Context: an optimization exercise on an open-source flow, tuned for small area, a short achievable clock period and few clock cycles. The choices shown serve that exercise and are no tape-out recipe. The RTL was checked by simulation tests, not by an equivalence proof against the original design. Power is estimated from default activity; no workload was simulated.

`flow/design.v`:
```
package vfsp_pkg;
  localparam logic [2:0] EV_VOXEL        = 3'd0;
  localparam logic [2:0] EV_DIMENSIONS   = 3'd1;
  localparam logic [2:0] EV_HEADER_OK    = 3'd2;
  localparam logic [2:0] EV_BAD_HEADER   = 3'd3;
  localparam logic [2:0] EV_SIZE_MISSING = 3'd4;
  localparam logic [2:0] EV_XYZI_MISSING = 3'd5;
  localparam logic [2:0] EV_MAIN_MISSING = 3'd6;
  typedef struct packed {
    logic [2:0]         kind;
    logic [7:0]         voxel_x;
    logic [7:0]         voxel_y;
    logic [7:0]         voxel_z;
    logic [7:0]         material;
    logic signed [31:0] size_x;
    logic signed [31:0] size_y;
    logic signed [31:0] size_z;
    logic signed [31:0] file_version;
    logic [15:0]        model_number;
    logic               last_voxel;
  } event_t;
endpackage
module vfsp_core (
  input  logic        clk,
  input  logic        rst,
  input  logic        data_valid,
  output logic        data_stall,
  input  logic [7:0]  data_byte,
  input  logic        start_of_file,
  output logic        event_valid,
  input  logic        event_stall,
  output logic [2:0]  event_kind,
  output logic [7:0]  voxel_x,
  output logic [7:0]  voxel_y,
  output logic [7:0]  voxel_z,
  output logic [7:0]  material,
  output logic [31:0] size_x,
  output logic [31:0] size_y,
  output logic [31:0] size_z,
  output logic [31:0] file_version,
  output logic [15:0] model_number,
  output logic        last_voxel
);
  localparam logic [3:0] PH_MAGIC   = 4'd0;
  localparam logic [3:0] PH_VERSION = 4'd1;
  localparam logic [3:0] PH_PACK    = 4'd2;    
  localparam logic [3:0] PH_VCOUNT  = 4'd3;    
  localparam logic [3:0] PH_VOXELS  = 4'd4;
  localparam logic [3:0] PH_DIMS    = 4'd5;
  localparam logic [3:0] PH_DONE    = 4'd6;
  localparam logic [3:0] PH_MAIN    = 4'd8;    
  localparam logic [3:0] PH_SECOND  = 4'd9;
  localparam logic [3:0] PH_SIZE    = 4'd10;
  localparam logic [3:0] PH_XYZI    = 4'd11;
  logic [3:0]  phase, ph;
  logic [3:0]  pos, p;
  logic        flag;       
  logic        ck_s;       
  logic        wsel;       
  logic [31:0] ra, rb, rc;
  logic [30:0] ml;         
  logic        ml_unset;   
  logic [15:0] mc;
  logic        mc_inc_p, mc_clr_p;
  logic        bad_p;      
  logic [2:0]  kind;
  logic        ones, last;
  logic        take, free, ev_take;
  logic [7:0]  b, bu;
  logic        is_hdr, p0, p3, p11, byte_zero, cnt_zero, ml_last, rc_zero;
  logic        emit, emit_next, conflict, finish;
  logic [2:0]  emit_kind;
  logic        magic_ok;
  logic [7:0]  magic_ch;
  assign emit_next = ((phase[3:2] == 2'b10 || phase == PH_DIMS) && pos == 4'd11) ||
                     ((phase == PH_VERSION || phase == PH_PACK || phase == PH_VCOUNT ||
                       phase == PH_VOXELS) && pos == 4'd3);
  assign conflict  = ((phase == PH_VERSION || phase == PH_DIMS) && !kind[2]) ||
                     ((phase == PH_VCOUNT || phase == PH_VOXELS) && !kind[2] && kind[1:0] != 2'd0);
  assign data_stall = bad_p || (event_valid && (emit_next || conflict));
  assign take    = data_valid && !data_stall;
  assign ev_take = event_valid && !event_stall;
  assign free    = !event_valid || !event_stall;
  assign b   = data_byte;
  assign bu  = data_byte & 8'hdf;
  assign ph  = start_of_file ? PH_MAGIC : phase;
  assign p   = start_of_file ? 4'd0 : pos;
  assign p0  = (p == 4'd0);
  assign p3  = (p == 4'd3);
  assign p11 = (p == 4'd11);
  assign is_hdr = (ph[3:2] == 2'b10);
  assign byte_zero = (b == 8'd0);
  assign cnt_zero  = b[7] || (flag && b[6:0] == 7'd0);
  assign ml_last   = ml_unset || (ml == 31'd1);
  assign rc_zero   = (rc[30:0] == 31'd0);
  always_comb begin
    case (p[1:0])
      2'd0:    magic_ch = 8'h56;
      2'd1:    magic_ch = 8'h4f;
      2'd2:    magic_ch = 8'h58;
      default: magic_ch = 8'h20;
    endcase
    magic_ok = (p[1:0] == 2'd3) ? (b == 8'h20) : (bu == magic_ch);
  end
  logic [3:0] ph_next, pos_next;
  logic       flag_next;
  always_comb begin
    ph_next   = ph;
    pos_next  = p + 4'd1;
    flag_next = flag;
    emit      = 1'b0;
    emit_kind = vfsp_pkg::EV_VOXEL;
    finish    = 1'b0;
    case (ph)
      PH_MAGIC: begin
        if (!magic_ok) begin
          ph_next = PH_DONE;
          emit    = 1'b1;
          emit_kind = vfsp_pkg::EV_BAD_HEADER;
        end else if (p3) begin
          ph_next  = PH_VERSION;
          pos_next = 4'd0;
        end
      end
      PH_VERSION: begin
        if (p3) begin
          emit      = 1'b1;
          emit_kind = b[7] ? vfsp_pkg::EV_BAD_HEADER : vfsp_pkg::EV_HEADER_OK;
          ph_next   = b[7] ? PH_DONE : PH_MAIN;
          pos_next  = 4'd0;
        end
      end
      PH_PACK: begin
        flag_next = (p0 || flag) && byte_zero;
        if (p3) begin
          ph_next  = cnt_zero ? PH_DONE : PH_SIZE;
          pos_next = 4'd0;
        end
      end
      PH_VCOUNT: begin
        flag_next = (p0 || flag) && byte_zero;
        if (p3) begin
          pos_next = 4'd0;
          if (cnt_zero) begin
            finish  = 1'b1;
            ph_next = ml_last ? PH_DONE : PH_SIZE;
          end else begin
            ph_next = PH_VOXELS;
          end
        end
      end
      PH_VOXELS: begin
        if (p3) begin
          pos_next  = 4'd0;
          emit      = 1'b1;
          emit_kind = vfsp_pkg::EV_VOXEL;
          if (rc_zero) begin
            finish  = 1'b1;
            ph_next = ml_last ? PH_DONE : PH_SIZE;
          end
        end
      end
      PH_DIMS: begin
        if (p11) begin
          pos_next  = 4'd0;
          emit      = 1'b1;
          emit_kind = vfsp_pkg::EV_DIMENSIONS;
          ph_next   = PH_XYZI;
        end
      end
      PH_MAIN, PH_SECOND, PH_SIZE, PH_XYZI: begin
        if (p0) begin
          case (ph[1:0])
            2'd0:    flag_next = (bu == 8'h4d);
            2'd1:    flag_next = (bu == 8'h50);
            2'd2:    flag_next = (bu == 8'h53);
            default: flag_next = (bu == 8'h58);
          endcase
        end
        if (p11) begin
          pos_next = 4'd0;
          case (ph[1:0])
            2'd0: begin
              if (flag) begin
                ph_next = PH_SECOND;
              end else begin
                ph_next   = PH_DONE;
                emit      = 1'b1;
                emit_kind = vfsp_pkg::EV_MAIN_MISSING;
              end
            end
            2'd1: ph_next = flag ? PH_PACK : (ck_s ? PH_DIMS : PH_SIZE);
            2'd2: begin
              if (flag) begin
                ph_next = PH_DIMS;
              end else begin
                ph_next   = PH_XYZI;
                emit      = 1'b1;
                emit_kind = vfsp_pkg::EV_SIZE_MISSING;
              end
            end
            default: begin
              if (flag) begin
                ph_next = PH_VCOUNT;
              end else begin
                emit      = 1'b1;
                emit_kind = vfsp_pkg::EV_XYZI_MISSING;
                finish    = 1'b1;
                ph_next   = ml_last ? PH_DONE : (ck_s ? PH_XYZI : PH_SIZE);
              end
            end
          endcase
        end
      end
      default: begin
        ph_next  = PH_DONE;
        pos_next = 4'd0;
      end
    endcase
  end
  logic [3:0] wa, wb, wc, wm;
  logic [3:0] lane;
  assign lane = 4'b0001 << p[1:0];
  always_comb begin
    wa = 4'd0; wb = 4'd0; wc = 4'd0; wm = 4'd0;
    if (take) begin
      case (ph)
        PH_VERSION: wa = lane;
        PH_PACK:    wm = lane;
        PH_VCOUNT:  wc = lane;
        PH_VOXELS:  if (wsel) wb = lane; else wa = lane;
        PH_DIMS: begin
          if (p[3:2] == 2'd0) wa = lane;
          if (p[3:2] == 2'd1) wb = lane;
          if (p[3:2] == 2'd2) wc = lane;
        end
        default: ;
      endcase
    end
  end
  always_ff @(posedge clk) begin
    for (int i = 0; i < 4; i++) begin
      if (wa[i]) ra[8*i +: 8] <= b;
      if (wb[i]) rb[8*i +: 8] <= b;
      if (wc[i]) rc[8*i +: 8] <= b;
    end
    if (wm[0]) ml[7:0]   <= b;
    if (wm[1]) ml[15:8]  <= b;
    if (wm[2]) ml[23:16] <= b;
    if (wm[3]) ml[30:24] <= b[6:0];
    if (take && ph == PH_VOXELS && p0) rc[30:0] <= rc[30:0] - 31'd1;
    if (take && finish && !ml_last) ml <= ml - 31'd1;
    if (take) begin
      flag <= flag_next;
      if (is_hdr && p0) ck_s <= (bu == 8'h53);
      if (ph == PH_VOXELS && p3) wsel <= !wsel;
    end
  end
  always_ff @(posedge clk) begin
    if (rst) begin
      phase    <= PH_MAGIC;
      pos      <= 4'd0;
      ml_unset <= 1'b1;
    end else if (take) begin
      phase <= ph_next;
      pos   <= pos_next;
      if (start_of_file) ml_unset <= 1'b1;
      else if (ph == PH_PACK && p3) ml_unset <= 1'b0;
    end
  end
  always_ff @(posedge clk) begin
    if (rst) begin
      mc       <= 16'd0;
      mc_inc_p <= 1'b0;
      mc_clr_p <= 1'b0;
    end else begin
      if (free) begin
        if (mc_clr_p || (take && start_of_file)) mc <= 16'd0;
        else if (mc_inc_p) mc <= mc + 16'd1;
      end
      mc_clr_p <= (mc_clr_p || (take && start_of_file)) && !free;
      mc_inc_p <= (take && finish) || (mc_inc_p && !free && !mc_clr_p);
      if (take && start_of_file) mc_inc_p <= 1'b0;
    end
  end
  always_ff @(posedge clk) begin
    if (rst) begin
      event_valid <= 1'b0;
      bad_p       <= 1'b0;
    end else if (bad_p && free) begin
      event_valid <= 1'b1;
      bad_p       <= 1'b0;
      kind        <= vfsp_pkg::EV_BAD_HEADER;
      ones        <= 1'b1;
      last        <= 1'b0;
    end else if (take && emit && !(ph == PH_MAGIC && !free)) begin
      event_valid <= 1'b1;
      kind        <= emit_kind;
      ones        <= (ph == PH_MAGIC);
      last        <= (ph == PH_VOXELS) && rc_zero;
    end else begin
      if (take && emit) bad_p <= 1'b1;
      if (ev_take) event_valid <= 1'b0;
    end
  end
  logic is_v, is_d, is_h;
  assign is_v = (kind == vfsp_pkg::EV_VOXEL);
  assign is_d = (kind == vfsp_pkg::EV_DIMENSIONS);
  assign is_h = (kind[2:1] == 2'b01);
  assign event_kind   = kind;
  assign {material, voxel_z, voxel_y, voxel_x} = (ra & {32{is_v && wsel}}) | (rb & {32{is_v && !wsel}});
  assign size_x       = ra & {32{is_d}};
  assign size_y       = rb & {32{is_d}};
  assign size_z       = rc & {32{is_d}};
  assign file_version = (ra | {32{ones}}) & {32{is_h}};
  assign model_number = mc;
  assign last_voxel   = last;
endmodule
module voxel_file_stream_parser (
  input  logic               clk,
  input  logic               rst,
  input  logic               data_valid,
  output logic               data_stall,
  input  logic [7:0]         data_byte,
  input  logic               start_of_file,
  output logic               event_valid,
  input  logic               event_stall,
  output logic [2:0]         event_kind,
  output logic [7:0]         voxel_x,
  output logic [7:0]         voxel_y,
  output logic [7:0]         voxel_z,
  output logic [7:0]         material,
  output logic signed [31:0] size_x,
  output logic signed [31:0] size_y,
  output logic signed [31:0] size_z,
  output logic signed [31:0] file_version,
  output logic [15:0]        model_number,
  output logic               last_voxel
);
  vfsp_core u_core (
    .clk           (clk),
    .rst           (rst),
    .data_valid    (data_valid),
    .data_stall    (data_stall),
    .data_byte     (data_byte),
    .start_of_file (start_of_file),
    .event_valid   (event_valid),
    .event_stall   (event_stall),
    .event_kind    (event_kind),
    .voxel_x       (voxel_x),
    .voxel_y       (voxel_y),
    .voxel_z       (voxel_z),
    .material      (material),
    .size_x        (size_x),
    .size_y        (size_y),
    .size_z        (size_z),
    .file_version  (file_version),
    .model_number  (model_number),
    .last_voxel    (last_voxel)
  );
endmodule
```
`flow/run.sh`:
```
#!/bin/bash
# synth_recipe.tcl (not shown) runs the flow's synth.tcl, then flattens the netlist and writes it again
# the make line also repeats each setting of config.mk as NAME=value (left out here)
make -C /OpenROAD-flow-scripts/flow DESIGN_CONFIG=/design/flow/config.mk WORK_HOME=/design/flow/orfs CLKGATE_MAP_FILE= SYNTH_SCRIPT=/design/flow/synth_recipe.tcl finish
```
`flow/config.mk`:
```
export PLATFORM = sky130hd
export DESIGN_NAME = voxel_file_stream_parser
export DESIGN_NICKNAME = voxel_file_stream_parser
export VERILOG_FILES = /design/flow/design.v
export SDC_FILE = /design/flow/constraint.sdc
export NUM_CORES = 4
export LEC_CHECK = 0
export CAP_MARGIN = 20
export CORE_MARGIN = 2
export CORE_UTILIZATION = 40
export SLEW_MARGIN = 20
```
`flow/constraint.sdc`:
```
create_clock -name core_clock -period 5.0 [get_ports {clk}]
set_input_delay 1.0000 -clock core_clock [delete_from_list [all_inputs] [get_ports {clk}]]
set_output_delay 1.0000 -clock core_clock [all_outputs]
set_load 0.01 [all_outputs]
```
==> run notes <==
outcome = timing/DRC/antenna clean
Register-to-Register Path Depth = 9
Overall Power = 3.14 mW
cell area power density = 244 mW/mm2
hold buffer count at cts = 0
Fin. Hold Viols = 0
CTS tree = done
WL final = 30.9 mm
Final setup viols = 0
IO Pins = 195
H-Tree Depth = 4
Setup Slack @ Placement = 0.496 ns
period utilisation layout = 82.5%
Reg area = 0.00463 mm2
die area = 0.0263 mm2
First-pass DRT Iterations = 5
Clock Latency Late Sink = 0.44 ns
commonest non-fill, non-tap cells in the layout = clkdlybuf4s50_1, edfxtp_1, nor2_1
most common cell after layout, fill and taps aside = clkdlybuf4s50_1
post-synth cell types = 87
area delta synth->final = 28.5%
cell count after placement = 1499
layout cells sized above 1 = 8.94%
routed length per placed instance = 20.2 um
final worst slack = 0.876 ns
vias per cell = 5.57
Avg Cell Area, Syn = 9.85 um2
Root Buffer = clkbuf_16
crit path max fanout = 11
GRT Overall Usage = 23.4%
WHS Endpoint = u_core.mc[15]
clk slew on worst S/H paths = 0.07 ns
post_cts resized = 0
Residual DRC = 0
reg-to-reg critical path endpoint = u_core.ml[19]
post-route setup TNS = 0 ns
vias in the first global route = 8077
hold path start = u_core.mc[15]
Nets = 1217
Final GP Congestion = 0.940
largest net degree at the start of global routing = 53
asr flop ratio synth = 0%
R2R Setup Slk = 1.42 ns
slew margin rel. = 43.8%
Max clock buf depth = 2
Die Height = 162 um
Layout Cells excl Fill = 1532
Final min period = 4.12 ns
maximum clock rate = 0.242 GHz
initial antenna violation count = 0
Synth Cell Area = 0.00999 mm2
Synth Flop Type = edfxtp_1
post-synthesis sequential area ratio = 46.4%
Synth Register Bits = 164
min-delay worst type = flop to flop
fillers = 2266
Placeable Area = 0.0244 mm2
Overflow after GRT = 0
crit path DAT = 4.19 ns
Startpoint Class = input port
fin area = 0.0128 mm2
area of the multi-input gates = 0.00493 mm2
IR drop worst, VDD = 0.000243 V
FP Rows = 57
CTS Sinks = 164
RSZ-0062 raised after global routing = no
Layout Utilization = 52.6%
total CTS buffers = 17
Worst Hold Depth = 2
I/O Buffers = 194
Yosys Warn Count = 1
post-synthesis cell count = 1014
clk_skew = 0.0128 ns
number of setup buffers added after CTS = 0
Final ANT Viol Nets = 0
DP Area = 0.0123 mm2
Detailed Place HPWL = 22.3 mm
number of synthesized flops with an enable pin = 135
final hold slack = 0.494 ns
Die W = 162 um
Antenna Cells = 0
Req. time, crit path = 5.06 ns
drt first-iter violations = 836
Max Slew Vio Count = 0
max_cap viols = 0
Worst R2R Start = u_core.rc[0]
Worst Setup End Kind = flop
syn_nets = 1036
Vias = 8537
CP Class = input port to flop
worst-margin pin slew = 0.843 ns
first-pass GRT wire length = 47.8 mm
Starting Density = 41.0%
Static Leakage = 4.27 nW
## cell usage after synthesis (all sizes together), types with 6 or more instances
cell	instances	area share, %
nand2	52	2.0
mux2i	26	2.6
a21oi	76	3.8
dfxtp	29	5.8
a22o	34	3.0
xor2	24	2.1
or3	16	1.0
nor2	115	4.3
inv	22	0.83
buf	18	1.4
nor3	34	1.9
or4	15	1.2
mux2	7	0.79
nand4	8	0.63
o31ai	14	1.1
and2	108	6.8
and3	11	0.70
nand3b	6	0.45
clkbuf	47	2.2
xnor2	36	3.2
edfxtp	135	41
nand2b	10	0.63
o21ai	28	1.4
nor4	23	1.7
ha	9	1.1
a31oi	7	0.56
nand3	22	1.1
## worst max path at each step
stage             startpoint  slack [ns]  cells past startpoint             to
5_1_grt        start_of_file        0.68                     12  u_core.ml[19]
3_5_place_dp   start_of_file        0.50                     12  u_core.ml[22]
3_3_place_gp   start_of_file        0.61                     12  u_core.ml[18]
4_1_cts        start_of_file        0.92                     12  u_core.ml[18]
6_report       start_of_file        0.88                     12  u_core.ml[19]
2_1_floorplan  start_of_file        1.13                     12   u_core.ml[0]
## kinds of logic after synthesis
family                     after synthesis  share of synthesized area (%)
and+or+nand+nor                        455                           25.3
AOI/OAI and AO/OA                      206                           14.2
DFF                                    164                           46.4
xor gates and xnor gates                60                           5.26
adders and majority gates                9                           1.13
muxes                                   33                           3.39
buffers and inverters                   87                           4.37
## state kept, by name, summed over array words and instances, names as in the netlist, 3 cells and up
register	cells
u_core.kind	3
u_core.mc	16
u_core.ml	31
u_core.phase	4
u_core.pos	4
u_core.ra	32
u_core.rb	32
u_core.rc	32
## worst max-delay path, cell delays in order
cell and delay, ns:
clkdlybuf4s50_1 0.42, inv_1 0.14, nand2_1 0.14, inv_1 0.15, ha_1 0.18, or3b_2 0.51, a2111oi_4 0.39, nand4_2 0.19
a21boi_2 0.27, buf_4 0.21, a21oi_1 0.05, nor2_1 0.54
## layout make-up
type	instances	share of cell area [%]
inverter	22	0.643
tap	324	3.16
multi-input combinational	763	38.4
timing repair buffer	227	17.2
clock buffer	17	3.31
sequential	164	36.1
clock inverter	15	1.12
## power by group
group / internal [mW] / switching [mW] / total (mW)
combinational: 0.143 / 0.189 / 0.332
sequential: 1.49 / 0.0272 / 1.52
clock: 0.698 / 0.586 / 1.28
## metal layers
layer	GRT usage [%]	vias up	wire (um)
met5	0	-	0
met1	32.7	4088	14000
met4	6.40	0	558
met2	37.7	325	14500
li1	-	4079	-
met3	4.14	45	1810
Testbench counts, summed over its fixed seeds: cycles 16,095.

-- re-timing with driven ports --
In the flow no input, the clock included, has a driving cell. The finished layout below was timed again as built, in two steps.
Step 1 (the two cells are an assumption about what drives the block):
set clk [get_ports {clk}]
set_driving_cell -lib_cell sky130_fd_sc_hd__clkbuf_16 $clk
set_driving_cell -lib_cell sky130_fd_sc_hd__buf_2 [delete_from_list [all_inputs] $clk]
Step 2, shift: input delay + t, output delay - t, t = (earliest + latest rising clock arrival at the registers) / 2. This alone moves slack from input paths to output paths.
Three values: ideal, step 1, step 2; two values: the first two.
shift t [ns]: 0.479
slack for setup (ns): 0.876 / 0.904 / 0.425
pins driven straight from the clock port: 1
After both steps setup and hold are still met in this run. The setup slack of this run moves by +0.028 ns with the drivers and by -0.451 ns with both steps.
